This is an optimization exercise on Yosys and OpenROAD, whose aim is small area, a short achievable clock period and few clock cycles per item, not a production implementation.
Only simulation tests tie the RTL to the original design; equivalence was not proved.
No activity file was given, so power comes from the tool's default toggle rates.

==> flow/design.v (excerpt) <==
module m_calc_engine #(
  parameter int CGES = 7,
  parameter int DW   = 16,
  localparam int AW  = $clog2(CGES),
  localparam int RW  = 2*DW + AW
) (
  input  logic                 clk,
  input  logic                 reset_n,
  input  logic                 cal,
  input  logic                 din_valid,
  input  logic signed [DW-1:0] din,
  input  logic                 coef_wr,
  input  logic [AW-1:0]        coef_addr,
  input  logic signed [DW-1:0] coef_data,
  output logic                 fin,
  output logic signed [RW-1:0] result,
  output logic                 result_valid,
  output logic                 busy
);
  localparam int NT = 7;
  logic [NT-1:0][15:0] s_r, c_r, s_nx, c_nx;
  logic [NT-1:0] sv_r, cv_r, sv_nx, cv_nx, cw;
  logic wr_ok, shift, wrote;
  assign wr_ok = !busy;
  assign shift = wr_ok && din_valid;
  always_comb begin
    for (int i = 0; i < NT; i++) begin
      cw[i]    = wr_ok && coef_wr && (coef_addr == 3'(i));
      c_nx[i]  = cw[i] ? coef_data : c_r[i];
      cv_nx[i] = cv_r[i] || cw[i];
    end
    s_nx[0] = shift ? din : s_r[0];
    for (int i = 1; i < NT; i++) s_nx[i] = shift ? s_r[i-1] : s_r[i];
    sv_nx = shift ? {sv_r[NT-2:0], 1'b1} : sv_r;
    if (reset_n) begin
      sv_nx = '0;
      cv_nx = '0;
    end
  end
  assign wrote = shift || (|cw);
  always_ff @(posedge clk) begin
    s_r <= s_nx;
    c_r <= c_nx;
    sv_r <= sv_nx;
    cv_r <= cv_nx;
  end
  typedef enum logic [1:0] {IDLE, HOLD, SLOWA, SLOWB} state_t;
  typedef enum logic [1:0] {MA, MB, MSA, MSB} mode_t;
  state_t st_r, st_nx;
  mode_t  md_r, md_nx;
  logic   fin_r, busy_r, rv_r;
  logic   start, fast, done;
  assign start = (st_r == IDLE) && cal;
  assign fast  = start && (md_r == MB) && din_valid && !(|cw);
  assign done  = fast || ((st_r == SLOWB) && cal);
  always_comb begin
    st_nx = st_r;
    case (st_r)
      IDLE:    if (cal) st_nx = fast ? HOLD : SLOWA;
      HOLD:    if (!cal) st_nx = IDLE;
      SLOWA:   st_nx = cal ? SLOWB : IDLE;
  ...
Size: ~78 I/O pins.
Settings: LEC_CHECK=0, CAP_MARGIN=25, CORE_MARGIN=2, CORE_UTILIZATION=40, CTS_BUF_LIST=sky130_fd_sc_hd__clkbuf_8, PLACE_DENSITY=0.6, SETUP_SLACK_MARGIN=3.0, SLEW_MARGIN=20; clock period 9.0 ns.
standard.sh (not shown) runs the stock make flow with config.mk's settings and CLKGATE_MAP_FILE= SYNTH_SCRIPT=/design/flow/synth_recipe.tcl, a recipe that flattens the netlist after the stock synthesis.
==> flow/flow/run.sh <==
#!/bin/bash
# The standard layout flow, with the port buffers made from a regular buffer
# cell (buf_4) instead of the cell buffer_ports picks by default.  Every input
# and output port still gets its buffer.
set -e
export BUFFER_PORTS_ARGS="-buffer_cell sky130_fd_sc_hd__buf_4"
bash standard.sh > standard.log 2>&1
The first run passed the timing, DRC and antenna checks.
Testbench counts at the start, summed over its fixed seeds: cycles 2,744, items 1,200.
Edit:
==> flow/run.sh (new file) <==
#!/bin/bash
# synth_recipe.tcl (not shown) runs the flow's synth.tcl, then flattens the netlist and writes it again
# the make line also repeats each setting of config.mk as NAME=value (left out here)
make -C /OpenROAD-flow-scripts/flow DESIGN_CONFIG=/design/flow/config.mk WORK_HOME=/design/flow/orfs CLKGATE_MAP_FILE= SYNTH_SCRIPT=/design/flow/synth_recipe.tcl finish
--- a/flow/config.mk
+++ b/flow/config.mk
@@ -12,3 +12,3 @@
 export PLACE_DENSITY = 0.6
-export SETUP_SLACK_MARGIN = 3.0
+export SETUP_SLACK_MARGIN = 2.8
 export SLEW_MARGIN = 20
removed: flow/flow/run.sh
removed: flow/standard.sh
Result:
- The new run finished clean
- core utilization rose by 0.38 points
- cell count goes up by 0.54%
- final area goes up by 0.86%
- clock power came out lower by about 2%
Edit:
--- a/flow/config.mk
+++ b/flow/config.mk
@@ -12,3 +12,3 @@
 export PLACE_DENSITY = 0.6
-export SETUP_SLACK_MARGIN = 2.8
+export SETUP_SLACK_MARGIN = 3.1
 export SLEW_MARGIN = 20
Result: The changed run completed with no timing, DRC or antenna violations; wire length stays flat; area after synthesis does not change; critical path depth came out higher by 5; total power grows by 1.6%; clock-buffer cell count shrinks by 2.
Edit:
--- a/flow/config.mk
+++ b/flow/config.mk
@@ -12,3 +12,3 @@
 export PLACE_DENSITY = 0.6
-export SETUP_SLACK_MARGIN = 3.1
+export SETUP_SLACK_MARGIN = 3.25
 export SLEW_MARGIN = 20
=> The new run went through all stages and came out clean; via count shrinks by 0.57%; first-iteration DRC count shrinks by 7.5%; power shrinks by 1.8%; utilization grows by 0.77 points.
Edit:
--- a/flow/config.mk
+++ b/flow/config.mk
@@ -12,3 +12,3 @@
 export PLACE_DENSITY = 0.6
-export SETUP_SLACK_MARGIN = 3.25
+export SETUP_SLACK_MARGIN = 3.0
 export SLEW_MARGIN = 20
The changed run completed without violations; cell area went down by 2.7%; sequential share of layout area went up by 0.65 points; wire length went down by 0.59%.
Edit:
--- a/flow/config.mk
+++ b/flow/config.mk
@@ -11,3 +11,3 @@
 export CTS_BUF_LIST = sky130_fd_sc_hd__clkbuf_8
-export PLACE_DENSITY = 0.6
+export PLACE_DENSITY = 0.7
 export SETUP_SLACK_MARGIN = 3.0
Effect: Clock-buffer cell count went down by 7. Die area is unchanged. Total power decreases by about 0.56%. Worst setup slack gets worse by 0.026 ns. Worst hold slack degrades by 0.018 ns. Routed wire length rises by 4.9%.

what the ideal ports hide:
The flow's constraints put no driver on any port. The routed layouts listed below were extracted and timed again, unchanged, in two steps. Step 1 assumes that a clkbuf_16 drives the clock port and a buf_2 every other input. Step 2 adds t to the input delays and takes it off the output delays; t is the mean of the earliest and latest rising clock arrival at the registers after step 1. Input paths then give back, and output paths get back, about the clock's delay inside the block. a / b / c = no drivers / after step 1 / after step 2; a / b = the first two.
run | t (ns) | setup slack, ns | worst register clock-pin slew, ns
the first run | 0.767 | 2.982 / 2.982 / 2.293 | 0.08 / 0.08
the second run | 0.756 | 2.830 / 2.830 / 2.156 | 0.08 / 0.08
the third run | 0.809 | 2.937 / 2.937 / 2.286 | 0.07 / 0.07
the fourth run | 0.773 | 2.975 / 2.975 / 2.302 | 0.08 / 0.08
the fifth run | 0.777 | 3.002 / 3.002 / 2.281 | 0.08 / 0.08
the sixth run | 0.794 | 2.976 / 2.988 / 2.226 | 0.07 / 0.07
After both steps every run listed still meets setup and hold. For the sixth run, which loses most, drivers alone change the setup slack by +0.012 ns; drivers and shift together by -0.750 ns.
